This is an optimization exercise on Yosys and OpenROAD, whose aim is small area, not a production implementation. RTL that was checked went through simulation tests only; none was proved equivalent to the original. Only the layout flow was run in run 1; the RTL was not checked for function there. No activity file was given, so power comes from the tool's default toggle rates.

$ cat design/flow/standard.sh
#!/bin/bash
# synth_recipe.tcl (not shown) runs the flow's synth.tcl, then flattens the netlist and writes it again
# the make line also repeats each setting of config.mk as NAME=value (left out here)
make -C /OpenROAD-flow-scripts/flow DESIGN_CONFIG=/design/flow/config.mk WORK_HOME=/design/flow/orfs CLKGATE_MAP_FILE= SYNTH_SCRIPT=/design/flow/synth_recipe.tcl "${@:-finish}"
$ cat design/flow/constraint.sdc
create_clock -name core_clock -period 22.0 [get_ports {clk}]
set_input_delay 4.4000 -clock core_clock [delete_from_list [all_inputs] [get_ports {clk}]]
set_output_delay 4.4000 -clock core_clock [all_outputs]
set_load 0.01 [all_outputs]
$ cat design/flow/design.v
package tetrisPkg;
    localparam int BoardRows = 20;
    localparam int BoardCols = 10;
    localparam int BoardCells = BoardRows * BoardCols;
    localparam int SpawnCol = 5;
    localparam int SpawnRow = 1;
    localparam int PieceCount = 5;
    localparam logic [1:0] KeyIdle = 2'd0;
    localparam logic [1:0] KeyLeft = 2'd1;
    localparam logic [1:0] KeyRight = 2'd2;
    localparam logic [1:0] KeyRotate = 2'd3;
    localparam logic [1:0] MoveLeft = 2'd0;
    localparam logic [1:0] MoveRight = 2'd1;
    localparam logic [1:0] MoveRotate = 2'd2;
    localparam logic [1:0] MoveDrop = 2'd3;
    function automatic logic [15:0] pieceGrid(input logic [2:0] next, input logic [1:0] rot);
        case ({next, rot})
            5'd0: pieceGrid = 16'h06c0;
            5'd1: pieceGrid = 16'h4620;
            5'd2: pieceGrid = 16'h06c0;
            5'd3: pieceGrid = 16'h4620;
            5'd4: pieceGrid = 16'h0f00;
            5'd5: pieceGrid = 16'h4444;
            5'd6: pieceGrid = 16'h0f00;
            5'd7: pieceGrid = 16'h4444;
            5'd8: pieceGrid = 16'h0cc0;
            5'd9: pieceGrid = 16'h0cc0;
            5'd10: pieceGrid = 16'h0cc0;
            5'd11: pieceGrid = 16'h0cc0;
            5'd12: pieceGrid = 16'h0e40;
            5'd13: pieceGrid = 16'h4c40;
            5'd14: pieceGrid = 16'h4e00;
            5'd15: pieceGrid = 16'h4640;
            5'd16: pieceGrid = 16'h0e80;
            5'd17: pieceGrid = 16'hc440;
            5'd18: pieceGrid = 16'h2e00;
            5'd19: pieceGrid = 16'h4460;
            default: pieceGrid = 16'h0000;
        endcase
    endfunction
    function automatic logic [5:0] pieceCell(input logic [2:0] next, input logic [1:0] rot, input logic [1:0] i);
        case ({next, rot, i})
            7'd0: pieceCell = 6'o70;
            7'd1: pieceCell = 6'o71;
            7'd2: pieceCell = 6'o07;
            7'd3: pieceCell = 6'o00;
            7'd4: pieceCell = 6'o77;
            7'd5: pieceCell = 6'o07;
            7'd6: pieceCell = 6'o00;
            7'd7: pieceCell = 6'o10;
            7'd8: pieceCell = 6'o70;
            7'd9: pieceCell = 6'o71;
            7'd10: pieceCell = 6'o07;
            7'd11: pieceCell = 6'o00;
            7'd12: pieceCell = 6'o77;
            7'd13: pieceCell = 6'o07;
            7'd14: pieceCell = 6'o00;
            7'd15: pieceCell = 6'o10;
            7'd16: pieceCell = 6'o06;
            7'd17: pieceCell = 6'o07;
            7'd18: pieceCell = 6'o00;
            7'd19: pieceCell = 6'o01;
            7'd20: pieceCell = 6'o60;
            7'd21: pieceCell = 6'o70;
            7'd22: pieceCell = 6'o00;
            7'd23: pieceCell = 6'o10;
            7'd24: pieceCell = 6'o06;
            7'd25: pieceCell = 6'o07;
            7'd26: pieceCell = 6'o00;
            7'd27: pieceCell = 6'o01;
            7'd28: pieceCell = 6'o60;
            7'd29: pieceCell = 6'o70;
            7'd30: pieceCell = 6'o00;
            7'd31: pieceCell = 6'o10;
            7'd32: pieceCell = 6'o70;
            7'd33: pieceCell = 6'o71;
            7'd34: pieceCell = 6'o00;
            7'd35: pieceCell = 6'o01;
            7'd36: pieceCell = 6'o70;
            7'd37: pieceCell = 6'o71;
            7'd38: pieceCell = 6'o00;
            7'd39: pieceCell = 6'o01;
            7'd40: pieceCell = 6'o70;
            7'd41: pieceCell = 6'o71;
            7'd42: pieceCell = 6'o00;
            7'd43: pieceCell = 6'o01;
            7'd44: pieceCell = 6'o70;
            7'd45: pieceCell = 6'o71;
            7'd46: pieceCell = 6'o00;
            7'd47: pieceCell = 6'o01;
            7'd48: pieceCell = 6'o70;
            7'd49: pieceCell = 6'o07;
            7'd50: pieceCell = 6'o00;
            7'd51: pieceCell = 6'o01;
            7'd52: pieceCell = 6'o70;
            7'd53: pieceCell = 6'o00;
            7'd54: pieceCell = 6'o01;
            7'd55: pieceCell = 6'o10;
            7'd56: pieceCell = 6'o07;
            7'd57: pieceCell = 6'o00;
            7'd58: pieceCell = 6'o01;
            7'd59: pieceCell = 6'o10;
            7'd60: pieceCell = 6'o70;
            7'd61: pieceCell = 6'o07;
            7'd62: pieceCell = 6'o00;
            7'd63: pieceCell = 6'o10;
            7'd64: pieceCell = 6'o71;
            7'd65: pieceCell = 6'o07;
            7'd66: pieceCell = 6'o00;
            7'd67: pieceCell = 6'o01;
            7'd68: pieceCell = 6'o70;
            7'd69: pieceCell = 6'o00;
            7'd70: pieceCell = 6'o10;
            7'd71: pieceCell = 6'o11;
            7'd72: pieceCell = 6'o07;
            7'd73: pieceCell = 6'o00;
            7'd74: pieceCell = 6'o01;
            7'd75: pieceCell = 6'o17;
            7'd76: pieceCell = 6'o77;
            7'd77: pieceCell = 6'o70;
            7'd78: pieceCell = 6'o00;
            7'd79: pieceCell = 6'o10;
            default: pieceCell = 6'o00;
        endcase
    endfunction
endpackage
`timescale 1ns/10ps
module moveRequest #(
    parameter int TickCycles = 16
) (
    input  logic        clk,
    input  logic        rstReg,
    input  logic [1:0]  keyboardSignal,
    output logic [1:0]  kind,
    output logic [1:0]  busy
);
    localparam int CountWidth = (TickCycles > 1) ? $clog2(TickCycles) : 1;
    localparam int Gap = 3;
    logic [1:0] prevKey;
    logic [CountWidth-1:0] tickCount;
    logic [1:0] busyCount;
    logic keyPending;
    logic dropPending;
    logic [1:0] pendKind;
    logic [1:0] kindReg;
    logic [1:0] keyKind;
    logic keyEvent;
    logic tick;
    assign keyEvent = (keyboardSignal != tetrisPkg::KeyIdle) && (keyboardSignal != prevKey);
    assign tick = (tickCount == CountWidth'(TickCycles - 1));
    always_comb begin
        case (keyboardSignal)
            tetrisPkg::KeyLeft: keyKind = tetrisPkg::MoveLeft;
            tetrisPkg::KeyRight: keyKind = tetrisPkg::MoveRight;
            default: keyKind = tetrisPkg::MoveRotate;
        endcase
    end
    assign kind = (busyCount != 0) ? kindReg : (keyPending ? pendKind : tetrisPkg::MoveDrop);
    assign busy = busyCount;
    always_ff @(posedge clk) begin
        if (busyCount == 0) begin
            kindReg <= kind;
        end
    end
    always_ff @(posedge clk) begin
        if (rstReg) begin
            prevKey <= tetrisPkg::KeyIdle;
            tickCount <= '0;
            busyCount <= '0;
            keyPending <= 1'b0;
            dropPending <= 1'b0;
            pendKind <= tetrisPkg::MoveLeft;
        end else begin
            prevKey <= keyboardSignal;
            tickCount <= tick ? '0 : tickCount + 1'b1;
            if (busyCount != 0) begin
                busyCount <= busyCount - 1'b1;
            end else if (keyPending) begin
                keyPending <= 1'b0;
                busyCount <= 2'(Gap);
            end else if (dropPending) begin
                dropPending <= 1'b0;
                busyCount <= 2'(Gap);
            end
            if (keyEvent) begin
                keyPending <= 1'b1;
                pendKind <= keyKind;
            end
            if (tick) begin
                dropPending <= 1'b1;
            end
        end
    end
endmodule
`timescale 1ns/10ps
module collisionCheck (
    input  logic         clk,
    input  logic [1:0]   kind,
    input  logic [1:0]   busy,
    input  logic [2:0]   next,
    input  logic [1:0]   rot,
    input  logic [4:0]   row,
    input  logic [3:0]   col,
    input  logic [199:0] settled,
    output logic         blocked
);
    logic [5:0] off;
    logic [2:0] dRow;
    logic [2:0] dCol;
    logic [5:0] cellRow;
    logic [4:0] cellCol;
    logic [19:0] rowHot;
    logic [9:0] colHot;
    logic [9:0] rowBits;
    logic cellBlocked;
    logic acc;
    assign off = tetrisPkg::pieceCell(next, rot + {1'b0, kind == tetrisPkg::MoveRotate}, busy);
    always_comb begin
        case ({off[5:3], kind == tetrisPkg::MoveDrop})
            4'b110_0: dRow = 3'b110;
            4'b110_1: dRow = 3'b111;
            4'b111_0: dRow = 3'b111;
            4'b111_1: dRow = 3'b000;
            4'b000_0: dRow = 3'b000;
            4'b000_1: dRow = 3'b001;
            4'b001_0: dRow = 3'b001;
            default:  dRow = 3'b010;
        endcase
        case ({off[2:0], kind})
            5'b110_00: dCol = 3'b101;
            5'b110_01: dCol = 3'b111;
            5'b111_00: dCol = 3'b110;
            5'b111_01: dCol = 3'b000;
            5'b000_00: dCol = 3'b111;
            5'b000_01: dCol = 3'b001;
            5'b001_00: dCol = 3'b000;
            5'b001_01: dCol = 3'b010;
            default:   dCol = off[2:0];
        endcase
        cellRow = {1'b0, row} + {{3{dRow[2]}}, dRow};
        cellCol = {1'b0, col} + {{2{dCol[2]}}, dCol};
        for (int r = 0; r < 20; r++) rowHot[r] = (cellRow == 6'(r));
        for (int c = 0; c < 10; c++) colHot[c] = (cellCol == 5'(c));
        for (int c = 0; c < 10; c++) begin
            rowBits[c] = 1'b0;
            for (int r = 0; r < 20; r++) rowBits[c] = rowBits[c] | (rowHot[r] & settled[10*r + c]);
        end
        cellBlocked = ~(|rowHot) | ~(|colHot) | (|(colHot & rowBits));
    end
    always_ff @(posedge clk) begin
        acc <= (busy == 2'd0) ? cellBlocked : (acc | cellBlocked);
    end
    assign blocked = acc | cellBlocked;
endmodule
`timescale 1ns/10ps
module pieceMask (
    input  logic [2:0]  next,
    input  logic [1:0]  rot,
    input  logic [4:0]  row,
    input  logic [3:0]  col,
    output logic [19:0] inRange,
    output logic [39:0] rowMask
);
    logic [15:0] grid;
    logic [15:0] gridRows;
    logic [9:0] colEq;
    assign grid = tetrisPkg::pieceGrid(next, rot);
    always_comb begin
        for (int k = 0; k < 4; k++) begin
            case (row[1:0])
                2'd0: gridRows[4*k +: 4] = grid[4*((k + 2) % 4) +: 4];
                2'd1: gridRows[4*k +: 4] = grid[4*((k + 1) % 4) +: 4];
                2'd2: gridRows[4*k +: 4] = grid[4*((k + 0) % 4) +: 4];
                default: gridRows[4*k +: 4] = grid[4*((k + 3) % 4) +: 4];
            endcase
        end
        for (int c = 0; c < 10; c++) begin
            colEq[c] = (col == 4'(c));
        end
        for (int k = 0; k < 4; k++) begin
            for (int c = 0; c < 10; c++) begin
                rowMask[10*k + c] = 1'b0;
                for (int j = 0; j < 4; j++) begin
                    if (c + 2 - j >= 0 && c + 2 - j < 10) begin
                        rowMask[10*k + c] = rowMask[10*k + c] | (gridRows[4*k + j] & colEq[c + 2 - j]);
                    end
                end
            end
        end
        inRange = '0;
        for (int v = 1; v < 20; v++) begin
            if (row == 5'(v)) begin
                for (int r = 0; r < 20; r++) begin
                    if (r >= v - 2 && r <= v + 1) inRange[r] = 1'b1;
                end
            end
        end
    end
endmodule
module rowClear (
    input  logic         rstReg,
    input  logic         lock,
    input  logic [199:0] merged,
    output logic [99:0]  take,
    output logic         keep,
    output logic [2:0]   clearedRows
);
    logic [19:0] full;
    logic [20:0] atLeast [5];
    always_comb begin
        for (int r = 0; r < 20; r++) begin
            full[r] = &merged[10*r +: 10];
        end
        for (int j = 0; j < 5; j++) begin
            atLeast[j][20] = 1'b0;
        end
        for (int q = 19; q >= 0; q--) begin
            atLeast[0][q] = atLeast[0][q+1] | full[q];
            for (int j = 1; j < 5; j++) begin
                atLeast[j][q] = atLeast[j][q+1] | (full[q] & atLeast[j-1][q+1]);
            end
        end
        for (int k = 0; k < 5; k++) begin
            for (int r = 0; r < 20; r++) begin
                if (r - k >= 0) begin
                    take[20*k + r] = !rstReg && lock && !full[r-k]
                                   && (k == 0 || atLeast[k-1][r-k+1]) && !atLeast[k][r-k+1];
                end else begin
                    take[20*k + r] = 1'b0;
                end
            end
        end
        keep = !rstReg && !lock;
        clearedRows = atLeast[3][0] ? 3'd4 : atLeast[2][0] ? 3'd3 : atLeast[1][0] ? 3'd2
                    : atLeast[0][0] ? 3'd1 : 3'd0;
    end
endmodule
module settledStore (
    input  logic         clk,
    input  logic [99:0]  take,
    input  logic         keep,
    input  logic [199:0] merged,
    output logic [199:0] settled
);
    logic [199:0] settledNext;
    always_comb begin
        for (int r = 0; r < 20; r++) begin
            for (int c = 0; c < 10; c++) begin
                settledNext[10*r + c] = keep & settled[10*r + c];
                for (int k = 0; k < 5; k++) begin
                    if (r - k >= 0) begin
                        settledNext[10*r + c] = settledNext[10*r + c] | (take[20*k + r] & merged[10*(r-k) + c]);
                    end
                end
            end
        end
    end
    always_ff @(posedge clk) begin
        settled <= settledNext;
    end
endmodule
module boardStore (
    input  logic         clk,
    input  logic         rstReg,
    input  logic         commit,
    input  logic [1:0]   kind,
    input  logic         blocked,
    output logic [2:0]   next,
    output logic [1:0]   rot,
    output logic [4:0]   row,
    output logic [3:0]   col,
    output logic [199:0] settled,
    output logic [6:0]   score,
    output logic [2:0]   nextBlock,
    output logic [199:0] objects
);
    logic [4:0] rowReg;
    logic [3:0] colReg;
    logic [1:0] rotReg;
    logic [2:0] nextReg;
    logic [6:0] scoreReg;
    logic lock;
    logic accept;
    logic [19:0] inRange;
    logic [39:0] rowMask;
    logic [99:0] take;
    logic keep;
    logic [2:0] clearedRows;
    logic [6:0] scoreGain;
    assign next = nextReg;
    assign rot = rotReg;
    assign row = rowReg;
    assign col = colReg;
    assign lock = commit && blocked && (kind == tetrisPkg::MoveDrop);
    assign accept = commit && !blocked;
    pieceMask maskUnit (
        .next   (nextReg),
        .rot    (rotReg),
        .row    (rowReg),
        .col    (colReg),
        .inRange(inRange),
        .rowMask(rowMask)
    );
    always_comb begin
        for (int r = 0; r < 20; r++) begin
            for (int c = 0; c < 10; c++) begin
                objects[10*r + c] = settled[10*r + c] | (inRange[r] & rowMask[10*(r % 4) + c]);
            end
        end
    end
    rowClear clearUnit (
        .rstReg     (rstReg),
        .lock       (lock),
        .merged     (objects),
        .take       (take),
        .keep       (keep),
        .clearedRows(clearedRows)
    );
    settledStore cells (
        .clk    (clk),
        .take   (take),
        .keep   (keep),
        .merged (objects),
        .settled(settled)
    );
    assign scoreGain = 7'd1 + 7'd10 * 7'(clearedRows);
    always_ff @(posedge clk) begin
        if (rstReg) begin
            rowReg <= 5'(tetrisPkg::SpawnRow);
            colReg <= 4'(tetrisPkg::SpawnCol);
            rotReg <= 2'd0;
            scoreReg <= '0;
            nextReg <= 3'd1;
        end else if (lock) begin
            scoreReg <= scoreReg + scoreGain;
            rowReg <= 5'(tetrisPkg::SpawnRow);
            colReg <= 4'(tetrisPkg::SpawnCol);
            rotReg <= 2'd0;
            nextReg <= (nextReg == 3'(tetrisPkg::PieceCount - 1)) ? 3'd0 : nextReg + 1'b1;
        end else if (accept) begin
            case (kind)
                tetrisPkg::MoveLeft: colReg <= colReg - 1'b1;
                tetrisPkg::MoveRight: colReg <= colReg + 1'b1;
                tetrisPkg::MoveRotate: rotReg <= rotReg + 1'b1;
                default: rowReg <= rowReg + 1'b1;
            endcase
        end
    end
    assign score = scoreReg;
    assign nextBlock = nextReg;
endmodule
`timescale 1ns/10ps
module gameControl #(
    parameter int TickCycles = 16
) (
    input  logic         clk,
    input  logic         rstReg,
    input  logic [1:0]   keyboardSignal,
    output logic [6:0]   score,
    output logic [2:0]   nextBlock,
    output logic [199:0] objects
);
    logic [1:0] kind;
    logic [1:0] busy;
    logic blocked;
    logic [2:0] next;
    logic [1:0] rot;
    logic [4:0] row;
    logic [3:0] col;
    logic [199:0] settled;
    moveRequest #(
        .TickCycles(TickCycles)
    ) requestStage (
        .clk           (clk),
        .rstReg        (rstReg),
        .keyboardSignal(keyboardSignal),
        .kind          (kind),
        .busy          (busy)
    );
    collisionCheck checkStage (
        .clk    (clk),
        .kind   (kind),
        .busy   (busy),
        .next   (next),
        .rot    (rot),
        .row    (row),
        .col    (col),
        .settled(settled),
        .blocked(blocked)
    );
    boardStore storeStage (
        .clk      (clk),
        .rstReg   (rstReg),
        .commit   (busy == 2'd1),
        .kind     (kind),
        .blocked  (blocked),
        .next     (next),
        .rot      (rot),
        .row      (row),
        .col      (col),
        .settled  (settled),
        .score    (score),
        .nextBlock(nextBlock),
        .objects  (objects)
    );
endmodule
$ cat design/flow/config.mk
export PLATFORM = sky130hd
export DESIGN_NAME = gameControl
export DESIGN_NICKNAME = gameControl
export VERILOG_FILES = /design/flow/design.v
export SDC_FILE = /design/flow/constraint.sdc
export NUM_CORES = 8
export LEC_CHECK = 0
export ABC_AREA = 1
export CAP_MARGIN = 20
export CORE_MARGIN = 2
export CORE_UTILIZATION = 40
export CTS_BUF_LIST = sky130_fd_sc_hd__clkbuf_4
export SLEW_MARGIN = 20
$ cat design/flow/flow/run.sh
#!/bin/bash
set -euo pipefail
here=$(pwd)
rm -rf scripts
mkdir scripts
for f in "$FLOW_HOME"/scripts/*; do
    ln -s "$f" scripts/
done
rm scripts/abc_area.script
cp flow/abc_area.script scripts/abc_area.script
export SCRIPTS_DIR="$here/scripts"
export BUFFER_PORTS_ARGS="-buffer_cell sky130_fd_sc_hd__buf_1"
bash standard.sh > standard.log 2>&1
$ cat design/flow/flow/abc_area.script
strash
&get -n
&st
&dch -f
&nf -R 1000
&put
==> results of run 1 <==
registers in the layout (all words and copies together), names as in the netlist:
register and cells:
checkStage.acc 1, storeStage.rotReg 2, storeStage.nextReg 3, storeStage.scoreReg 7, storeStage.colReg 4, requestStage.pendKind 2
requestStage.keyPending 1, storeStage.rowReg 5, requestStage.kindReg 2, requestStage.tickCount 4, requestStage.dropPending 1, requestStage.busyCount 2
storeStage.cells.settled 200, requestStage.prevKey 2
area by class of cell:
type                    instances  area share (%)
diodes                          5         0.05653
clock inverters                18          0.7518
well taps                     600           3.392
inverters                     224           3.799
clock buffers                 104           3.527
multi-input cells            2082           58.76
repair buffers                351           8.281
flip-flops and latches        236           21.43
power by group:
part	total (mW)	switching, mW	internal [mW]
combinational	0.932	0.698	0.234
sequential	0.468	0.0250	0.442
clock	0.480	0.229	0.251
cell families after synthesis:
| logic type | count (synthesis) | share of synthesized area [%] |
|---|---|---|
| flip-flops | 236 | 25.60 |
| buffers and inverters | 224 | 4.537 |
| AND/OR/NAND/NOR | 779 | 20.03 |
| AO/OA/AOI/OAI | 1221 | 44.80 |
| XOR/XNOR | 28 | 1.323 |
| multiplexers | 4 | 0.2836 |
| other | 1 | 0.02024 |
| adder cells (fa/ha/maj) | 49 | 3.403 |
final timing paths:
kind	start	end	slack [ns]	cells past startpoint
setup / recovery	requestStage.busyCount[1]	storeStage.cells.settled[67]	10.07	42
hold / removal	requestStage.tickCount[0]	requestStage.tickCount[0]	0.45	1
setup reg to reg	requestStage.busyCount[1]	storeStage.cells.settled[67]	10.07	42
hold reg to reg	requestStage.tickCount[0]	requestStage.tickCount[0]	0.45	1
layer usage:
metal  track usage, %  vias up
met5                0        -
met4            30.25        2
met3            16.67      676
met2            69.06     2501
met1            61.49    12800
li1                 -    11080
synth_stat cells (13+ instances only):
cell | number | area share [%]
nand3b_1 | 14 | 0.57
a22oi_1 | 39 | 1.6
dfxtp_1 | 234 | 25
xnor2_1 | 19 | 0.90
o21a_1 | 28 | 1.1
o21ai_0 | 230 | 6.2
nand4_1 | 67 | 2.3
o22ai_1 | 26 | 0.88
a221o_1 | 71 | 3.8
a21oi_1 | 381 | 10
a221oi_1 | 72 | 3.4
a222oi_1 | 52 | 2.8
nor2b_1 | 17 | 0.57
nor3b_1 | 13 | 0.53
nand3_1 | 59 | 1.6
a31oi_1 | 20 | 0.68
nor4_1 | 53 | 1.8
clkinv_1 | 224 | 4.5
and3_1 | 16 | 0.54
a22o_1 | 23 | 1.1
nor3_1 | 30 | 0.81
nor2_1 | 174 | 3.5
ha_1 | 44 | 3.0
a21o_1 | 44 | 1.8
and2_0 | 18 | 0.61
or3_1 | 17 | 0.57
o221ai_1 | 168 | 7.9
nand2_1 | 270 | 5.5
==> results.txt, run 1 <==
* Total Nets Final at 3021
* P&R area growth vs syn at 19.45%
* Clock sink count at 236
* Critical Path AT at 12.72 ns
* Commonest cells after routing, fill and taps aside: a21oi_1, nand2_1, clkinv_1, dfxtp_1, o21ai_0
* Initial drt markers at 5036
* CP Class: reg2reg
* Setup violators final at 0
* Slowest cell delay on critical path at 0.96 ns
* Design area at 22140 um^2
* First drt pass iteration count at 13
* Setup repair bufs after CTS at 0
* Final Hold Slack at 0.4485 ns
* TNS Setup at 0 ns
* RD Place Congestion at 1.070
* Slew headroom at 18.39%
* CTS Hold Bufs at 0
* Area of the die at 48060 um^2
* Number of flops mapped to enable cells by yosys at 2
* Hold Vio Cnt, Final at 0
* Syn Nets at 2593
* Vias in the first global route at 24.73k
* Family with the most delay on the worst path: compound AO/OA/AOI/OAI gates
* CP Launch Type: register
* Largest net degree at the start of global routing at 97
* Max Fclk at 83.79 MHz
* Capturing element type of the critical path: register
* Placed cell areas at 21140 um^2
* DRC viols at 0
* WL final at 120.3 mm
* Period utilization at 54.25%
* Setup WS pre-CTS at 10.75 ns
* Ys async rst share at 0%
* Synth Area per Inst at 7.290 um^2
* Worst-path fanout max at 96
* Most common cell after layout, fill and taps aside: a21oi_1
* WL met1 at 44.36 mm
* First-pass GRT wire length at 170.1 mm
* Peak VDD IR at 0.08398 mV
* Leak pwr at 7.508 nW
* Number of antenna violations at the first check in global routing at 3
* Multi-input gate area at 13010 um^2
* Met2 WL at 48.27 mm
* Drt via density at 7.473
* GRT Util Overall at 48.21%
* Die H at 219.2 um
* Grt ovf at 0
* Worst slew pin tran at 1.215 ns
* # IOs at 214
* Non-filler cells, final at 3620
* Crit-path slowest cell: buf_4
* Antenna Nets Post-Route at 0
* Register area at 4745 um^2
* Row count at 78
* Vias at 27.05k
* Root buffer cell: clkbuf_4
* Inserted Clock Buffers at 75
* Starting Density at 40.66%
* Clock tree buffer depth at 3
* Post-Syn Instances at 2542
* Fillers at 4779
* PD cells at 84.93 nW/um^2
* Core box area at 45580 um^2
* Worst-path clk slew at 0.06 ns
* Worst-Skew Late Latency at 0.90 ns
* Ys flop type: dfxtp_1
* Final Skew at 0.1132 ns
* H-tree depth at 3
* DR WL/cell at 33.23 um
* Post-DP HPWL at 89.34 mm
* Width of the die at 219.2 um
* Worst hold path type: reg2reg
* Post-layout min period at 11.93 ns
* Worst setup margin at 10.07 ns
* Sequential share of the synthesized area at 25.60%
* Final core utilization at 48.57%
* RSZ-0062 raised after global routing: false
* Outcome: complete, no violations
* Distinct cells, synth at 58
* Worst EP required at 22.78 ns
* Layout cell share with drive strength beyond 1 at 8.690%
* Max Slew Vio Count at 0
* Number of cells after detailed placement at 3492
* Post-CTS Resized at 0
* Port buffer count at 213
* Max Cap Viol at 0
* Synth Warn # at 7
* Met3 WL post-DR at 18.10 mm
* Top Layer Used: met5
* CP bufs+invs at 4
* CTS tree: done
* #FFs+latches synth at 236
* Syn Std Cell Area at 18530 um^2
* Total Power at 1.880 mW
==> run 2, diff against run 1 <==
--- a/design/flow/design.v
+++ b/design/flow/design.v
@@ -336,27 +336,63 @@
     end
 endmodule
+module settledCell #(
+    parameter int Sources = 5
+) (
+    input  logic               clk,
+    input  logic               keep,
+    input  logic [Sources-1:0] take,
+    input  logic [Sources-1:0] src,
+    input  logic               pieceRow,
+    input  logic               pieceCol,
+    output logic               settled,
+    output logic               object
+);
+    logic [5:0] term;
+    logic nextValue;
+    assign object = settled | (pieceRow & pieceCol);
+    always_comb begin
+        term = '0;
+        term[0] = keep & settled;
+        for (int k = 0; k < Sources; k++) begin
+            term[k + 1] = take[k] & src[k];
+        end
+        nextValue = ~(~(term[0] | term[1] | term[2]) & ~(term[3] | term[4] | term[5]));
+    end
+    always_ff @(posedge clk) begin
+        settled <= nextValue;
+    end
+endmodule
 module settledStore (
     input  logic         clk,
     input  logic [99:0]  take,
     input  logic         keep,
-    input  logic [199:0] merged,
-    output logic [199:0] settled
+    input  logic [19:0]  inRange,
+    input  logic [39:0]  rowMask,
+    output logic [199:0] settled,
+    output logic [199:0] objects
 );
-    logic [199:0] settledNext;
-    always_comb begin
-        for (int r = 0; r < 20; r++) begin
-            for (int c = 0; c < 10; c++) begin
-                settledNext[10*r + c] = keep & settled[10*r + c];
-                for (int k = 0; k < 5; k++) begin
-                    if (r - k >= 0) begin
-                        settledNext[10*r + c] = settledNext[10*r + c] | (take[20*k + r] & merged[10*(r-k) + c]);
-                    end
-                end
+    for (genvar r = 0; r < 20; r++) begin : rows
+        localparam int Sources = (r < 4) ? r + 1 : 5;
+        for (genvar c = 0; c < 10; c++) begin : cols
+            logic [Sources-1:0] take_;
+            logic [Sources-1:0] src;
+            for (genvar k = 0; k < Sources; k++) begin : srcs
+                assign take_[k] = take[20*k + r];
+                assign src[k] = objects[10*(r-k) + c];
             end
+            settledCell #(
+                .Sources(Sources)
+            ) store (
+                .clk     (clk),
+                .keep    (keep),
+                .take    (take_),
+                .src     (src),
+                .pieceRow(inRange[r]),
+                .pieceCol(rowMask[10*(r % 4) + c]),
+                .settled (settled[10*r + c]),
+                .object  (objects[10*r + c])
+            );
         end
     end
-    always_ff @(posedge clk) begin
-        settled <= settledNext;
-    end
 endmodule
 module boardStore (
@@ -402,11 +438,4 @@
         .rowMask(rowMask)
     );
-    always_comb begin
-        for (int r = 0; r < 20; r++) begin
-            for (int c = 0; c < 10; c++) begin
-                objects[10*r + c] = settled[10*r + c] | (inRange[r] & rowMask[10*(r % 4) + c]);
-            end
-        end
-    end
     rowClear clearUnit (
         .rstReg     (rstReg),
@@ -421,6 +450,8 @@
         .take   (take),
         .keep   (keep),
-        .merged (objects),
-        .settled(settled)
+        .inRange(inRange),
+        .rowMask(rowMask),
+        .settled(settled),
+        .objects(objects)
     );
     assign scoreGain = 7'd1 + 7'd10 * 7'(clearedRows);
--- a/design/flow/config.mk
+++ b/design/flow/config.mk
@@ -11,3 +11,8 @@
 export CORE_UTILIZATION = 40
 export CTS_BUF_LIST = sky130_fd_sc_hd__clkbuf_4
+export CTS_CLUSTER_DIAMETER = 60
+export CTS_CLUSTER_SIZE = 8
+export GPL_TIMING_DRIVEN = 0
 export SLEW_MARGIN = 20
+export SYNTH_HIERARCHICAL = 1
+export SYNTH_MINIMUM_KEEP_SIZE = 0
==> run 2 against run 1 <==
Compared with the run above: area after synthesis shrank 8.6%; worst setup slack lost 1.2 ns; routed wire length shrank 24%; first-iteration DRC count grew 29%; largest cell class unchanged; critical path depth is the same; die area shrank 8.4%; final area shrank 11%; clock power shrank 38%; non-clock buffer count shrank 90; maximum frequency shrank 9.0%; total power shrank 5.9%; global-route usage shrank 8.7 points; largest power group unchanged.
==> results.txt, run 2 <==
* Clock sink count at 236 (unchanged)
* Max Slew Vio Count at 0 (unchanged)
* Design area at 19700 um^2 (-11%)
* Worst hold path type: reg2reg
* Syn Std Cell Area at 16940 um^2 (-8.6%)
* H-tree depth at 2 (-1)
* RD Place Congestion at 1.024 (-4.3%)
* Most flops, register: storeStage.cells.rows.cols.store.settled
* Worst R2R Start: requestStage.busyCount[1]
* CTS Hold Bufs at 0 (unchanged)
* Root buffer cell: clkbuf_4
* First drt pass iteration count at 12 (-1)
* Biggest registers after layout: storeStage.cells.rows.cols.store.settled x200, storeStage.scoreReg x7, storeStage.rowReg x5
* Post-layout min period at 13.12 ns (+1.182 ns)
* Setup crit start: requestStage.busyCount[1]
* CP Class: reg2reg
* Antenna Nets Post-Route at 0 (unchanged)
* Layout cell share with drive strength beyond 1 at 7.709% (-0.98 points)
* Setup repair bufs after CTS at 0 (unchanged)
* Worst EP required at 22.64 ns (-0.14 ns)
* Initial drt markers at 6518 (+29%)
* Drt via density at 7.776 (+4.1%)
* Cell mode on critical path: a221o_1
* Starting Density at 40.48% (-0.18 points)
* Worst slew pin tran at 1.241 ns (+0.02661 ns)
* Depth of the most critical reg-to-reg path at 42 (unchanged)
* Vias in the first global route at 20.22k (-18%)
* Die H at 209.8 um (-4.3%)
* Width of the die at 209.8 um (-4.3%)
* Period utilization at 59.62% (+5.4 points)
* DRC viols at 0 (unchanged)
* Total Power at 1.769 mW (-5.9%)
* Setup WS pre-CTS at 9.028 ns (-1.724 ns)
* Grt ovf at 0 (unchanged)
* Worst R2R End: storeStage.cells.rows[8].cols[5].store.settled
* Post-Syn Instances at 2050 (-19%)
* Vias at 22.47k (-17%)
* Critical Path AT at 13.76 ns (+1.04 ns)
* CP Capture Point: storeStage.cells.rows[8].cols[5].store.settled
* Synth Warn # at 17 (+10)
* PD cells at 89.79 nW/um^2 (+5.7%)
* Setup violators final at 0 (unchanged)
* Largest net degree at the start of global routing at 28 (-71%)
* CP Launch Type: register
* Capturing element type of the critical path: register
* Worst-path fanout max at 15 (-84%)
* Syn Nets at 2092 (-19%)
* Area of the die at 44020 um^2 (-8.4%)
* Worst-path clk slew at 0.11 ns (+0.05 ns)
* Number of antenna violations at the first check in global routing at 1 (-2)
* First-pass GRT wire length at 132.0 mm (-22%)
* Crit-path slowest cell: a21oi_1
* Slowest cell delay on critical path at 0.80 ns (-0.16 ns)
* Worst setup margin at 8.884 ns (-1.182 ns)
* Outcome: complete, no violations
* Most common cell after layout, fill and taps aside: a222oi_1
* Hold Vio Cnt, Final at 0 (unchanged)
* Post-DP HPWL at 67.59 mm (-24%)
* Max Cap Viol at 0 (unchanged)
* Max Fclk at 76.24 MHz (-9.0%)
* P&R area growth vs syn at 16.29%
* Port buffer count at 213 (unchanged)
* CTS tree: done
* WL final at 91.77 mm (-24%)
* Final Skew at 0.1105 ns (-0.002747 ns)
* Placed cell areas at 19120 um^2 (-9.6%)
* Clock tree buffer depth at 3 (unchanged)
* Slew headroom at 17.06% (-1.3 points)
* DR WL/cell at 31.75 um (-4.4%)
* Total Nets Final at 2379 (-21%)
* Inserted Clock Buffers at 37 (-51%)
* Leak pwr at 8.606 nW (+15%)
* GRT Util Overall at 39.47% (-8.7 points)
* TNS Setup at 0 ns (unchanged)
* Commonest cells after routing, fill and taps aside: a222oi_1, nand2_1, dfxtp_1
* Worst-Skew Late Latency at 0.82 ns (-0.08 ns)
* Row count at 75 (-3.8%)
* R2R setup slack at 8.88 ns (-1.18 ns)
* RSZ-0062 raised after global routing: false
* Max FFs per register at 200 (unchanged)
* Synth Area per Inst at 8.265 um^2 (+13%)
* # IOs at 214 (unchanged)
* Post-CTS Resized at 0 (unchanged)
* Core box area at 41850 um^2 (-8.2%)
* Peak VDD IR at 0.1131 mV (+35%)
[run 2: where the power goes]
group	internal, mW	total, mW	leakage (nW)	switching [mW]
clock network	0.116	0.296	0.236	0.180
registers	0.444	0.472	1.91	0.0286
logic	0.272	1.00	6.46	0.729
[run 2: layout make-up]
type / count / area [um^2]
fill: 4273 / 22150
multi-input combinational: 1767 / 12410
sequential: 236 / 4745
timing repair buffer: 248 / 1229
tap: 539 / 674.4
clock buffer: 44 / 330.3
inverter: 34 / 127.6
buffer: 13 / 97.59
clock inverter: 6 / 78.83
antenna: 3 / 7.507
[run 2: stage by stage]
step / hold WS (ns) / utilization (%) / instances
finish: 0.4514 / 47.08 / 2890
global route: 0.4818 / 47.06 / 2888
CTS: 0.4538 / 46.65 / 2886
detailed placement: 0.4380 / 45.67 / 2836
global placement: 0.4344 / 44.00 / 2802
floorplan: 0.4176 / - / 2050
[run 2: how the worst min path moves through the flow]
stage	startpoint	to	slack, ns	cells past startpoint
2_1_floorplan	requestStage.tickCount[0]	requestStage.tickCount[0]	0.42	1
3_5_place_dp	requestStage.tickCount[0]	requestStage.tickCount[0]	0.44	1
6_report	requestStage.tickCount[0]	requestStage.tickCount[0]	0.45	1
5_1_grt	requestStage.tickCount[0]	requestStage.tickCount[0]	0.48	1
4_1_cts	requestStage.tickCount[0]	requestStage.tickCount[0]	0.45	1
3_3_place_gp	requestStage.tickCount[0]	requestStage.tickCount[0]	0.43	1
[run 2: critical path: cells and delay by family, from the launching register on]
family | cells | cell delay [ns]
simple gates | 14 | 3.38
flops | 1 | 0.58
buf+inv | 5 | 1.33
xor+xnor | 1 | 0.10
fa+ha+maj | 4 | 1.51
compound gates | 18 | 6.08
[run 2: routing by layer]
layer  vias up  track usage, %  wire [um]
li1       9420               -          -
met1     10570           51.39      33810
met2      2089           56.90      37260
met3       397           11.90      14360
met4         0           24.58       6337
met5         -               0          0
==> run 3, diff against run 2 <==
--- a/design/flow/design.v
+++ b/design/flow/design.v
@@ -41,84 +41,84 @@
     function automatic logic [5:0] pieceCell(input logic [2:0] next, input logic [1:0] rot, input logic [1:0] i);
         case ({next, rot, i})
-            7'd0: pieceCell = 6'o70;
-            7'd1: pieceCell = 6'o71;
-            7'd2: pieceCell = 6'o07;
-            7'd3: pieceCell = 6'o00;
-            7'd4: pieceCell = 6'o77;
-            7'd5: pieceCell = 6'o07;
-            7'd6: pieceCell = 6'o00;
+            7'd0: pieceCell = 6'o00;
+            7'd1: pieceCell = 6'o70;
+            7'd2: pieceCell = 6'o71;
+            7'd3: pieceCell = 6'o07;
+            7'd4: pieceCell = 6'o00;
+            7'd5: pieceCell = 6'o77;
+            7'd6: pieceCell = 6'o07;
             7'd7: pieceCell = 6'o10;
-            7'd8: pieceCell = 6'o70;
-            7'd9: pieceCell = 6'o71;
-            7'd10: pieceCell = 6'o07;
-            7'd11: pieceCell = 6'o00;
-            7'd12: pieceCell = 6'o77;
-            7'd13: pieceCell = 6'o07;
-            7'd14: pieceCell = 6'o00;
+            7'd8: pieceCell = 6'o00;
+            7'd9: pieceCell = 6'o70;
+            7'd10: pieceCell = 6'o71;
+            7'd11: pieceCell = 6'o07;
+            7'd12: pieceCell = 6'o00;
+            7'd13: pieceCell = 6'o77;
+            7'd14: pieceCell = 6'o07;
             7'd15: pieceCell = 6'o10;
-            7'd16: pieceCell = 6'o06;
-            7'd17: pieceCell = 6'o07;
-            7'd18: pieceCell = 6'o00;
+            7'd16: pieceCell = 6'o00;
+            7'd17: pieceCell = 6'o06;
+            7'd18: pieceCell = 6'o07;
             7'd19: pieceCell = 6'o01;
-            7'd20: pieceCell = 6'o60;
-            7'd21: pieceCell = 6'o70;
-            7'd22: pieceCell = 6'o00;
+            7'd20: pieceCell = 6'o00;
+            7'd21: pieceCell = 6'o60;
+            7'd22: pieceCell = 6'o70;
             7'd23: pieceCell = 6'o10;
-            7'd24: pieceCell = 6'o06;
-            7'd25: pieceCell = 6'o07;
-            7'd26: pieceCell = 6'o00;
+            7'd24: pieceCell = 6'o00;
+            7'd25: pieceCell = 6'o06;
+            7'd26: pieceCell = 6'o07;
             7'd27: pieceCell = 6'o01;
-            7'd28: pieceCell = 6'o60;
-            7'd29: pieceCell = 6'o70;
-            7'd30: pieceCell = 6'o00;
+            7'd28: pieceCell = 6'o00;
+            7'd29: pieceCell = 6'o60;
+            7'd30: pieceCell = 6'o70;
             7'd31: pieceCell = 6'o10;
-            7'd32: pieceCell = 6'o70;
-            7'd33: pieceCell = 6'o71;
-            7'd34: pieceCell = 6'o00;
+            7'd32: pieceCell = 6'o00;
+            7'd33: pieceCell = 6'o70;
+            7'd34: pieceCell = 6'o71;
             7'd35: pieceCell = 6'o01;
-            7'd36: pieceCell = 6'o70;
-            7'd37: pieceCell = 6'o71;
-            7'd38: pieceCell = 6'o00;
+            7'd36: pieceCell = 6'o00;
+            7'd37: pieceCell = 6'o70;
+            7'd38: pieceCell = 6'o71;
             7'd39: pieceCell = 6'o01;
-            7'd40: pieceCell = 6'o70;
-            7'd41: pieceCell = 6'o71;
-            7'd42: pieceCell = 6'o00;
+            7'd40: pieceCell = 6'o00;
+            7'd41: pieceCell = 6'o70;
+            7'd42: pieceCell = 6'o71;
             7'd43: pieceCell = 6'o01;
-            7'd44: pieceCell = 6'o70;
-            7'd45: pieceCell = 6'o71;
-            7'd46: pieceCell = 6'o00;
+            7'd44: pieceCell = 6'o00;
+            7'd45: pieceCell = 6'o70;
+            7'd46: pieceCell = 6'o71;
             7'd47: pieceCell = 6'o01;
-            7'd48: pieceCell = 6'o70;
-            7'd49: pieceCell = 6'o07;
-            7'd50: pieceCell = 6'o00;
+            7'd48: pieceCell = 6'o00;
+            7'd49: pieceCell = 6'o70;
+            7'd50: pieceCell = 6'o07;
             7'd51: pieceCell = 6'o01;
-            7'd52: pieceCell = 6'o70;
-            7'd53: pieceCell = 6'o00;
+            7'd52: pieceCell = 6'o00;
+            7'd53: pieceCell = 6'o70;
             7'd54: pieceCell = 6'o01;
             7'd55: pieceCell = 6'o10;
-            7'd56: pieceCell = 6'o07;
-            7'd57: pieceCell = 6'o00;
-            7'd58: pieceCell = 6'o01;
-            7'd59: pieceCell = 6'o10;
-            7'd60: pieceCell = 6'o70;
-            7'd61: pieceCell = 6'o07;
-            7'd62: pieceCell = 6'o00;
-            7'd63: pieceCell = 6'o10;
-            7'd64: pieceCell = 6'o71;
-            7'd65: pieceCell = 6'o07;
-            7'd66: pieceCell = 6'o00;
+            7'd56: pieceCell = 6'o00;
+            7'd57: pieceCell = 6'o10;
+            7'd58: pieceCell = 6'o07;
+            7'd59: pieceCell = 6'o01;
+            7'd60: pieceCell = 6'o00;
+            7'd61: pieceCell = 6'o10;
+            7'd62: pieceCell = 6'o07;
+            7'd63: pieceCell = 6'o70;
+            7'd64: pieceCell = 6'o00;
+            7'd65: pieceCell = 6'o71;
+            7'd66: pieceCell = 6'o07;
             7'd67: pieceCell = 6'o01;
-            7'd68: pieceCell = 6'o70;
-            7'd69: pieceCell = 6'o00;
+            7'd68: pieceCell = 6'o00;
+            7'd69: pieceCell = 6'o70;
             7'd70: pieceCell = 6'o10;
             7'd71: pieceCell = 6'o11;
-            7'd72: pieceCell = 6'o07;
-            7'd73: pieceCell = 6'o00;
-            7'd74: pieceCell = 6'o01;
-            7'd75: pieceCell = 6'o17;
-            7'd76: pieceCell = 6'o77;
+            7'd72: pieceCell = 6'o00;
+            7'd73: pieceCell = 6'o17;
+            7'd74: pieceCell = 6'o07;
+            7'd75: pieceCell = 6'o01;
+            7'd76: pieceCell = 6'o00;
             7'd77: pieceCell = 6'o70;
-            7'd78: pieceCell = 6'o00;
-            7'd79: pieceCell = 6'o10;
+            7'd78: pieceCell = 6'o10;
+            7'd79: pieceCell = 6'o77;
             default: pieceCell = 6'o00;
         endcase
@@ -206,45 +206,47 @@
 );
     logic [5:0] off;
+    logic [1:0] rotN;
     logic [2:0] dRow;
     logic [2:0] dCol;
     logic [5:0] cellRow;
     logic [4:0] cellCol;
+    logic [4:0] rowHi;
+    logic [3:0] rowLo;
+    logic [2:0] colHi;
+    logic [3:0] colLo;
     logic [19:0] rowHot;
     logic [9:0] colHot;
     logic [9:0] rowBits;
+    logic [6:0] grp;
+    logic [3:0] cgrp;
     logic cellBlocked;
     logic acc;
-    assign off = tetrisPkg::pieceCell(next, rot + {1'b0, kind == tetrisPkg::MoveRotate}, busy);
     always_comb begin
-        case ({off[5:3], kind == tetrisPkg::MoveDrop})
-            4'b110_0: dRow = 3'b110;
-            4'b110_1: dRow = 3'b111;
-            4'b111_0: dRow = 3'b111;
-            4'b111_1: dRow = 3'b000;
-            4'b000_0: dRow = 3'b000;
-            4'b000_1: dRow = 3'b001;
-            4'b001_0: dRow = 3'b001;
-            default:  dRow = 3'b010;
-        endcase
-        case ({off[2:0], kind})
-            5'b110_00: dCol = 3'b101;
-            5'b110_01: dCol = 3'b111;
-            5'b111_00: dCol = 3'b110;
-            5'b111_01: dCol = 3'b000;
-            5'b000_00: dCol = 3'b111;
-            5'b000_01: dCol = 3'b001;
-            5'b001_00: dCol = 3'b000;
-            5'b001_01: dCol = 3'b010;
-            default:   dCol = off[2:0];
-        endcase
+        rotN = (kind == tetrisPkg::MoveRotate) ? rot + 2'd1 : rot;
+        off = tetrisPkg::pieceCell(next, rotN, busy);
+        dRow = off[5:3] + {2'b00, kind == tetrisPkg::MoveDrop};
+        dCol = off[2:0];
+        if (kind == tetrisPkg::MoveLeft) dCol = off[2:0] - 3'd1;
+        if (kind == tetrisPkg::MoveRight) dCol = off[2:0] + 3'd1;
         cellRow = {1'b0, row} + {{3{dRow[2]}}, dRow};
         cellCol = {1'b0, col} + {{2{dCol[2]}}, dCol};
-        for (int r = 0; r < 20; r++) rowHot[r] = (cellRow == 6'(r));
-        for (int c = 0; c < 10; c++) colHot[c] = (cellCol == 5'(c));
+        for (int h = 0; h < 5; h++) rowHi[h] = (cellRow[5:2] == 4'(h));
+        for (int l = 0; l < 4; l++) rowLo[l] = (cellRow[1:0] == 2'(l));
+        for (int h = 0; h < 3; h++) colHi[h] = (cellCol[4:2] == 3'(h));
+        for (int l = 0; l < 4; l++) colLo[l] = (cellCol[1:0] == 2'(l));
+        for (int r = 0; r < 20; r++) rowHot[r] = rowHi[r / 4] & rowLo[r % 4];
+        for (int c = 0; c < 10; c++) colHot[c] = colHi[c / 4] & colLo[c % 4];
         for (int c = 0; c < 10; c++) begin
-            rowBits[c] = 1'b0;
-            for (int r = 0; r < 20; r++) rowBits[c] = rowBits[c] | (rowHot[r] & settled[10*r + c]);
+            for (int g = 0; g < 7; g++) begin
+                grp[g] = 1'b0;
+                for (int r = 3 * g; r < 3 * g + 3 && r < 20; r++) grp[g] = grp[g] | (rowHot[r] & settled[10*r + c]);
+            end
+            rowBits[c] = |grp;
         end
-        cellBlocked = ~(|rowHot) | ~(|colHot) | (|(colHot & rowBits));
+        for (int g = 0; g < 4; g++) begin
+            cgrp[g] = 1'b0;
+            for (int c = 3 * g; c < 3 * g + 3 && c < 10; c++) cgrp[g] = cgrp[g] | (colHot[c] & rowBits[c]);
+        end
+        cellBlocked = ~(|rowHot) | ~(|colHot) | (|cgrp);
     end
     always_ff @(posedge clk) begin
@@ -264,5 +266,10 @@
     logic [15:0] grid;
     logic [15:0] gridRows;
+    logic [3:0] colLo;
+    logic [2:0] colHi;
     logic [9:0] colEq;
+    logic [4:0] rowHi;
+    logic [3:0] rowLo;
+    logic [19:0] rowEq;
     assign grid = tetrisPkg::pieceGrid(next, rot);
     always_comb begin
@@ -275,7 +282,7 @@
             endcase
         end
-        for (int c = 0; c < 10; c++) begin
-            colEq[c] = (col == 4'(c));
-        end
+        for (int l = 0; l < 4; l++) colLo[l] = (col[1:0] == 2'(l));
+        for (int h = 0; h < 3; h++) colHi[h] = (col[3:2] == 2'(h));
+        for (int c = 0; c < 10; c++) colEq[c] = colHi[c / 4] & colLo[c % 4];
         for (int k = 0; k < 4; k++) begin
             for (int c = 0; c < 10; c++) begin
@@ -288,11 +295,10 @@
             end
         end
-        inRange = '0;
-        for (int v = 1; v < 20; v++) begin
-            if (row == 5'(v)) begin
-                for (int r = 0; r < 20; r++) begin
-                    if (r >= v - 2 && r <= v + 1) inRange[r] = 1'b1;
-                end
-            end
+        for (int l = 0; l < 4; l++) rowLo[l] = (row[1:0] == 2'(l));
+        for (int h = 0; h < 5; h++) rowHi[h] = (row[4:2] == 3'(h));
+        for (int r = 0; r < 20; r++) rowEq[r] = rowHi[r / 4] & rowLo[r % 4];
+        for (int r = 0; r < 20; r++) begin
+            inRange[r] = 1'b0;
+            for (int v = r - 1; v <= r + 2; v++) if (v >= 0 && v < 20) inRange[r] = inRange[r] | rowEq[v];
         end
     end
@@ -307,15 +313,17 @@
 );
     logic [19:0] full;
-    logic [20:0] atLeast [5];
+    logic [20:0] atLeast [4];
+    logic doLock;
+    assign doLock = !rstReg && lock;
     always_comb begin
         for (int r = 0; r < 20; r++) begin
             full[r] = &merged[10*r +: 10];
         end
-        for (int j = 0; j < 5; j++) begin
+        for (int j = 0; j < 4; j++) begin
             atLeast[j][20] = 1'b0;
         end
         for (int q = 19; q >= 0; q--) begin
             atLeast[0][q] = atLeast[0][q+1] | full[q];
-            for (int j = 1; j < 5; j++) begin
+            for (int j = 1; j < 4; j++) begin
                 atLeast[j][q] = atLeast[j][q+1] | (full[q] & atLeast[j-1][q+1]);
             end
@@ -324,6 +332,6 @@
             for (int r = 0; r < 20; r++) begin
                 if (r - k >= 0) begin
-                    take[20*k + r] = !rstReg && lock && !full[r-k]
-                                   && (k == 0 || atLeast[k-1][r-k+1]) && !atLeast[k][r-k+1];
+                    take[20*k + r] = doLock && (k == 0 || atLeast[k-1][r-k+1])
+                                   && (k == 4 || !atLeast[k][r-k]);
                 end else begin
                     take[20*k + r] = 1'b0;
@@ -354,5 +362,6 @@
         term = '0;
         term[0] = keep & settled;
-        for (int k = 0; k < Sources; k++) begin
+        term[1] = take[0] & object;
+        for (int k = 1; k < Sources; k++) begin
             term[k + 1] = take[k] & src[k];
         end
@@ -377,6 +386,9 @@
             logic [Sources-1:0] take_;
             logic [Sources-1:0] src;
+            assign src[0] = 1'b0;
             for (genvar k = 0; k < Sources; k++) begin : srcs
                 assign take_[k] = take[20*k + r];
+            end
+            for (genvar k = 1; k < Sources; k++) begin : above
                 assign src[k] = objects[10*(r-k) + c];
             end
@@ -402,5 +414,4 @@
     input  logic [1:0]   kind,
     input  logic         blocked,
-    output logic [2:0]   next,
     output logic [1:0]   rot,
     output logic [4:0]   row,
@@ -424,5 +435,4 @@
     logic [2:0] clearedRows;
     logic [6:0] scoreGain;
-    assign next = nextReg;
     assign rot = rotReg;
     assign row = rowReg;
@@ -495,5 +505,4 @@
     logic [1:0] busy;
     logic blocked;
-    logic [2:0] next;
     logic [1:0] rot;
     logic [4:0] row;
@@ -513,5 +522,5 @@
         .kind   (kind),
         .busy   (busy),
-        .next   (next),
+        .next   (nextBlock),
         .rot    (rot),
         .row    (row),
@@ -526,5 +535,4 @@
         .kind     (kind),
         .blocked  (blocked),
-        .next     (next),
         .rot      (rot),
         .row      (row),
--- a/design/flow/flow/run.sh
+++ b/design/flow/flow/run.sh
@@ -10,4 +10,6 @@
 cp flow/abc_area.script scripts/abc_area.script
 export SCRIPTS_DIR="$here/scripts"
+export ADDER_MAP_FILE=
 export BUFFER_PORTS_ARGS="-buffer_cell sky130_fd_sc_hd__buf_1"
+export CTS_ARGS="-sink_clustering_enable -repair_clock_nets -buf_list sky130_fd_sc_hd__clkbuf_4 -sink_clustering_size 6 -sink_clustering_max_diameter 50 -dont_use_dummy_load"
 bash standard.sh > standard.log 2>&1
--- a/design/flow/config.mk
+++ b/design/flow/config.mk
@@ -7,12 +7,12 @@
 export LEC_CHECK = 0
 export ABC_AREA = 1
-export CAP_MARGIN = 20
+export CAP_MARGIN = 10
 export CORE_MARGIN = 2
 export CORE_UTILIZATION = 40
 export CTS_BUF_LIST = sky130_fd_sc_hd__clkbuf_4
-export CTS_CLUSTER_DIAMETER = 60
-export CTS_CLUSTER_SIZE = 8
+export CTS_CLUSTER_DIAMETER = 50
+export CTS_CLUSTER_SIZE = 6
 export GPL_TIMING_DRIVEN = 0
-export SLEW_MARGIN = 20
+export SLEW_MARGIN = 10
 export SYNTH_HIERARCHICAL = 1
 export SYNTH_MINIMUM_KEEP_SIZE = 0
==> run 3 against run 2 <==
Compared with the run above: synthesized cell count is 6.7% lower; area after synthesis is 6.2% lower; global-route usage is 0.34 points lower; first-iteration DRC count is 2.7% lower; register-to-register slack better by 1.3 ns; non-clock buffer count is 27 lower; core utilization is 1.2 points lower; sequential cell count stayed put; largest cell class unchanged; highest routed layer unchanged.
==> results.txt, run 3 <==
* Worst-Skew Late Latency at 0.83 ns (about the same)
* Register area at 4745 um^2 (unchanged)
* Largest net degree at the start of global routing at 42 (+50%)
* WL final at 84.77 mm (-7.6%)
* CTS Hold Bufs at 0 (unchanged)
* GRT Util Overall at 39.13% (-0.34 points)
* Capturing element type of the critical path: register
* Setup repair bufs after CTS at 0 (unchanged)
* Initial drt markers at 6339 (-2.7%)
* P&R area growth vs syn at 13.87%
* Worst-path clk slew at 0.07 ns (-0.04 ns)
* Post-DP HPWL at 60.59 mm (-10%)
* Pint at 654.7 uW (-21%)
* Sw frac at 46.55% (-6.5 points)
* Max Fclk at 84.37 MHz (+11%)
* Multi-input gate area at 11190 um^2 (-9.8%)
* CTS tree: done
* Inserted Clock Buffers at 47 (+27%)
* Clk network pwr share at 22.7% (+5.9 points)
* Post-Syn Instances at 1912 (-6.7%)
* CP Class: reg2reg
* Commonest cells after routing, fill and taps aside: a222oi_1, nand2_1, dfxtp_1
* Row count at 73 (-2.7%)
* H-tree depth at 2 (unchanged)
* Clock sink count at 236 (unchanged)
* Crit-path slowest cell: dfxtp_1
* Setup violators final at 0 (unchanged)
* Grt ovf at 0 (unchanged)
* CP bufs+invs at 1 (-4)
* Die H at 203.4 um (-3.1%)
* TNS Setup at 0 ns (unchanged)
* Antenna Nets Post-Route at 0 (unchanged)
* Drt via density at 7.754 (-0.29%)
* Max Cap Viol at 0 (unchanged)
* Layout cell share with drive strength beyond 1 at 4.378% (-3.3 points)
* Setup WS pre-CTS at 10.77 ns (+1.746 ns)
* Vias in the first global route at 19.16k (-5.3%)
* Most common cell after layout, fill and taps aside: a222oi_1
* # IOs at 214 (unchanged)
* Post-CTS Resized at 0 (unchanged)
* Final core utilization at 45.88% (-1.2 points)
* Outcome: complete, no violations
* Vias at 21.10k (-6.1%)
* PD cells at 67.66 nW/um^2 (-25%)
* Worst slew pin tran at 1.386 ns (+0.1450 ns)
* Cell mode on critical path: a21oi_1
* Syn Nets at 1916 (-8.4%)
* Peak VDD IR at 0.05814 mV (-49%)
* Syn Std Cell Area at 15900 um^2 (-6.2%)
* Synth Area per Inst at 8.316 um^2 (+0.62%)
* Period utilization at 53.88% (-5.7 points)
* Sw Pwr at 570.3 uW (-39%)
* Total Power at 1.225 mW (-31%)
* DRC viols at 0 (unchanged)
* Slowest cell delay on critical path at 0.94 ns (+0.14 ns)
* First drt pass iteration count at 17 (+5)
* Family with the most delay on the worst path: compound AO/OA/AOI/OAI gates
* Core box area at 39460 um^2 (-5.7%)
* Synth Warn # at 17 (unchanged)
* Width of the die at 203.4 um (-3.1%)
* Most flops, register: storeStage.cells.rows.cols.store.settled
* Sequential Power Share at 37.5% (+11 points)
* Final Skew at 0.1296 ns (+0.01913 ns)
* DR WL/cell at 31.15 um (-1.9%)
* Number of antenna violations at the first check in global routing at 1 (unchanged)
* Worst-path fanout max at 30 (+15)
* Total Nets Final at 2199 (-7.6%)
* Area of the die at 41360 um^2 (-6.0%)
* Clock tree buffer depth at 3 (unchanged)
* Worst hold path type: reg2reg
* Hold Vio Cnt, Final at 0 (unchanged)
* Root buffer cell: clkbuf_4
* Power share of the combinational group at 39.8% (-17 points)
* Biggest registers after layout: storeStage.cells.rows.cols.store.settled x200, storeStage.scoreReg x7, storeStage.rowReg x5
* Port buffer count at 213 (unchanged)
* Critical Path AT at 12.54 ns (-1.22 ns)
* Leak pwr at 8.072 nW (-6.2%)
* Max FFs per register at 200 (unchanged)
* CP Launch Type: register
* RSZ-0062 raised after global routing: false
* Slew headroom at 7.166% (-9.9 points)
* Post-layout min period at 11.85 ns (-1.263 ns)
* Max Slew Vio Count at 0 (unchanged)
* Fillers at 4052 (-5.2%)
* Worst EP required at 22.69 ns (+0.05 ns)
* Worst setup margin at 10.15 ns (+1.263 ns)
* First-pass GRT wire length at 123.2 mm (-6.6%)
* RD Place Congestion at 0.9752 (-4.8%)
* Starting Density at 40.30% (-0.18 points)
run 3: layer usage:
layer / track usage (%) / share of wire (%)
met2: 57.45 / 41
met3: 12.26 / 15
met1: 50.46 / 37
met5: 0 / 0
met4: 22.60 / 6.5
run 3: worst min-delay path: stages, from the launching register on:
cell     delay, ns
dfxtp_1       0.31
nand2_1       0.05
nand2_1       0.04
run 3: worst paths after layout:
path / start / to / slack, ns / depth (start not counted)
setup / recovery: storeStage.nextReg[0] / storeStage.scoreReg[6] / 10.15 / 39
hold / removal: checkStage.acc / checkStage.acc / 0.44 / 2
setup reg to reg: storeStage.nextReg[0] / storeStage.scoreReg[6] / 10.15 / 39
hold reg to reg: checkStage.acc / checkStage.acc / 0.44 / 2
run 3: power groups by stage:
stage / Clock (mW) / Combinational [mW] / Sequential, mW
3_3_place_gp: 0 / 0.441 / 0.468
4_1_cts: 0.277 / 0.465 / 0.459
5_1_grt: 0.294 / 0.521 / 0.462
3_5_place_dp: 0 / 0.464 / 0.469
6_report: 0.278 / 0.488 / 0.460
2_1_floorplan: 0 / 0.300 / 0.465
run 3: through the flow:
step / hold slack (ns) / area (um^2) / instances
final: 0.4421 / 18100 / 2721
after global routing: 0.4936 / 18100 / 2719
after CTS: 0.4464 / 18010 / 2715
after detailed placement: 0.4342 / 17660 / 2668
after global placement: 0.4261 / 17360 / 2650
after floorplan: 0.4137 / 15900 / 1912
run 3: cell type report:
type / instances / share of cell area, %
Antenna cell: 3 / 0.04147
Multi-Input combinational cell: 1649 / 61.81
Timing Repair Buffer: 234 / 5.805
Tap cell: 525 / 3.628
Sequential cell: 236 / 26.21
Inverter: 27 / 0.5598
Clock buffer: 47 / 1.949
==> run 4, diff against run 3 <==
--- a/design/flow/config.mk
+++ b/design/flow/config.mk
@@ -7,5 +7,5 @@
 export LEC_CHECK = 0
 export ABC_AREA = 1
-export CAP_MARGIN = 10
+export CAP_MARGIN = 20
 export CORE_MARGIN = 2
 export CORE_UTILIZATION = 40
@@ -14,5 +14,5 @@
 export CTS_CLUSTER_SIZE = 6
 export GPL_TIMING_DRIVEN = 0
-export SLEW_MARGIN = 10
+export SLEW_MARGIN = 20
 export SYNTH_HIERARCHICAL = 1
 export SYNTH_MINIMUM_KEEP_SIZE = 0
==> run 4 against run 3 <==
Compared with the run above: synthesized cell count stayed put; first-iteration DRC count grew 0.33%; routed wire length is 0.52% lower; combinational power barely moved; via count rose by 0.23%; global-route usage shrank 0.36 points; register-to-register slack worse by 0.25 ns; critical path type unchanged; largest cell class unchanged; largest power group unchanged.
==> results.txt, run 4 <==
* Capturing element type of the critical path: register
* Total Power at 1.228 mW (+0.23%)
* Number of antenna violations at the first check in global routing at 4 (+3)
* Slew headroom at 19.66% (+12 points)
* Syn Nets at 1916 (unchanged)
* Width of the die at 203.4 um (unchanged)
* Starting Density at 40.30% (unchanged)
* Design area at 18160 um^2 (+0.32%)
* Worst-Skew Late Latency at 0.83 ns (about the same)
* Post-Syn Instances at 1912 (unchanged)
* Die H at 203.4 um (unchanged)
* Worst setup margin at 9.893 ns (-0.2546 ns)
* Root buffer cell: clkbuf_4
* Setup repair bufs after CTS at 0 (unchanged)
* Synth Warn # at 17 (unchanged)
* Drt via density at 7.777 (+0.30%)
* Inserted Clock Buffers at 47 (unchanged)
* Hold Vio Cnt, Final at 0 (unchanged)
* CP Launch Type: register
* CTS Hold Bufs at 0 (unchanged)
* Synth Area per Inst at 8.316 um^2 (unchanged)
* Worst hold path type: reg2reg
* Total Nets Final at 2195 (-0.18%)
* GRT Util Overall at 38.77% (-0.36 points)
* Area of the die at 41360 um^2 (unchanged)
* Setup WS pre-CTS at 10.61 ns (-0.1637 ns)
* Clock tree buffer depth at 3 (unchanged)
* Initial drt markers at 6360 (+0.33%)
* DRC viols at 0 (unchanged)
* DR WL/cell at 31.02 um (-0.44%)
* P&R area growth vs syn at 14.23%
* First drt pass iteration count at 15 (-2)
* PD cells at 67.60 nW/um^2 (about the same)
* Port buffer count at 213 (unchanged)
* Cell mode on critical path: a21oi_1
* Final Skew at 0.1146 ns (-0.01494 ns)
* First-pass GRT wire length at 122.0 mm (-1.0%)
* Period utilization at 55.03% (+1.2 points)
* Vias at 21.15k (+0.23%)
* Max Slew Vio Count at 0 (unchanged)
* Family with the most delay on the worst path: compound AO/OA/AOI/OAI gates
* Leak pwr at 8.066 nW (about the same)
* Layout cell share with drive strength beyond 1 at 4.979% (+0.60 points)
* Core box area at 39460 um^2 (unchanged)
* Grt ovf at 0 (unchanged)
* Worst slew pin tran at 1.196 ns (-0.1905 ns)
* Most common cell after layout, fill and taps aside: a222oi_1
* # IOs at 214 (unchanged)
* Vias in the first global route at 18.92k (-1.2%)
* Row count at 73 (unchanged)
* Slowest cell delay on critical path at 0.94 ns (about the same)
* Clock sink count at 236 (unchanged)
* TNS Setup at 0 ns (unchanged)
* H-tree depth at 2 (unchanged)
* Biggest registers after layout: storeStage.cells.rows.cols.store.settled x200, storeStage.scoreReg x7, storeStage.rowReg x5
* Setup violators final at 0 (unchanged)
* Syn Std Cell Area at 15900 um^2 (unchanged)
* WL final at 84.33 mm (-0.52%)
* RSZ-0062 raised after global routing: false
* Post-layout min period at 12.11 ns (+0.2546 ns)
* Commonest cells after routing, fill and taps aside: a222oi_1, nand2_1, dfxtp_1
* Worst EP required at 22.68 ns (about the same)
* CTS tree: done
* Post-DP HPWL at 59.96 mm (-1.0%)
* Outcome: complete, no violations
* Max Cap Viol at 0 (unchanged)
* Antenna Nets Post-Route at 0 (unchanged)
* Max FFs per register at 200 (unchanged)
* Largest net degree at the start of global routing at 55 (+31%)
* Peak VDD IR at 0.06069 mV (+4.4%)
* RD Place Congestion at 0.9752 (unchanged)
* Worst-path fanout max at 30 (unchanged)
* Worst-path clk slew at 0.08 ns (about the same)
* Placed cell areas at 17700 um^2 (+0.24%)
* Post-CTS Resized at 0 (unchanged)
* Most flops, register: storeStage.cells.rows.cols.store.settled
* Max Fclk at 82.59 MHz (-2.1%)
* Crit-path slowest cell: dfxtp_1
* CP bufs+invs at 1 (unchanged)
* Critical Path AT at 12.78 ns (+0.24 ns)
* CP Class: reg2reg
[run 4: worst paths after layout]
check                           slack [ns]  cells after the start                      to             startpoint
worst min-delay path                  0.45                      2          checkStage.acc         checkStage.acc
worst max-delay path                  9.89                     38  storeStage.scoreReg[6]  storeStage.nextReg[0]
worst max register to register        9.89                     38  storeStage.scoreReg[6]  storeStage.nextReg[0]
worst min register to register        0.45                      2          checkStage.acc         checkStage.acc
[run 4: metrics by stage]
| step | utilization [%] | hold slack [ns] | cells |
|---|---|---|---|
| final | 46.03 | 0.4474 | 2719 |
| after global routing | 46.01 | 0.4892 | 2716 |
| after CTS | 45.75 | 0.4460 | 2710 |
| after detailed placement | 44.86 | 0.4342 | 2663 |
| after global placement | 43.99 | 0.4261 | 2650 |
| after floorplan | - | 0.4137 | 1912 |
[run 4: report_power, final]
part | internal [mW] | switching, mW | leakage [nW]
Combinational | 0.120 | 0.371 | 5.94
Sequential | 0.439 | 0.0206 | 1.91
Clock | 0.0970 | 0.181 | 0.216
Total | 0.656 | 0.572 | 8.07
[run 4: cell type report]
class | count | area, um^2
well taps | 525 | 656.9
flip-flops and latches | 236 | 4745
inverters | 27 | 101.3
multi-input cells | 1649 | 11280
diodes | 5 | 12.51
clock buffers | 47 | 352.8
repair buffers | 230 | 1017
fillers | 4076 | 21300
[run 4: routing by layer]
layer	up-vias	GRT usage, %	part of all wire [%]
met5	-	0	0
met4	0	22.71	6.5
met3	377	11.76	15
met2	1902	56.52	42
met1	9947	50.43	37
li1	8921	-	-
[run 4: worst reg2reg max path, delay by kind of cell, from the launching register on]
| family | cells | cell delay, ns |
|---|---|---|
| AOI/OAI and AO/OA | 25 | 7.97 |
| xor gates and xnor gates | 2 | 0.49 |
| buffers and inverters | 1 | 0.33 |
| DFF | 1 | 0.94 |
| and+or+nand+nor | 10 | 2.32 |

-- what the ideal ports hide --
No port has a modelled driver above. Below, the same layouts with a new extraction and two added sets of constraints.
Step 1 assumes that a clkbuf_16 drives the clock port and a buf_2 every other input.
Step 2 also shifts input and output timing later by t, the mid clock arrival at the registers, as if the neighbouring blocks saw the same clock.
Slacks: ideal / step 1 / step 2; pairs: ideal / step 1.
| run | shift t [ns] | setup slack, ns | hold WS [ns] | latest minus earliest clock arrival (ns) |
|---|---|---|---|---|
| run 1 | 0.905 | 10.066 / 10.066 / 10.066 | 0.449 / 0.449 / 0.449 | 0.113 / 0.113 |
| run 2 | 0.819 | 8.884 / 8.884 / 8.884 | 0.451 / 0.451 / 0.451 | 0.111 / 0.111 |
| run 3 | 0.825 | 10.147 / 10.147 / 10.147 | 0.442 / 0.442 / 0.442 | 0.130 / 0.129 |
| run 4 | 0.826 | 9.893 / 9.892 / 9.892 | 0.447 / 0.447 / 0.447 | 0.115 / 0.115 |
After both steps setup and hold are still met in every run listed. The setup slack of run 4, which loses most, moves by -0.001 ns with the drivers and by -0.001 ns with both steps.
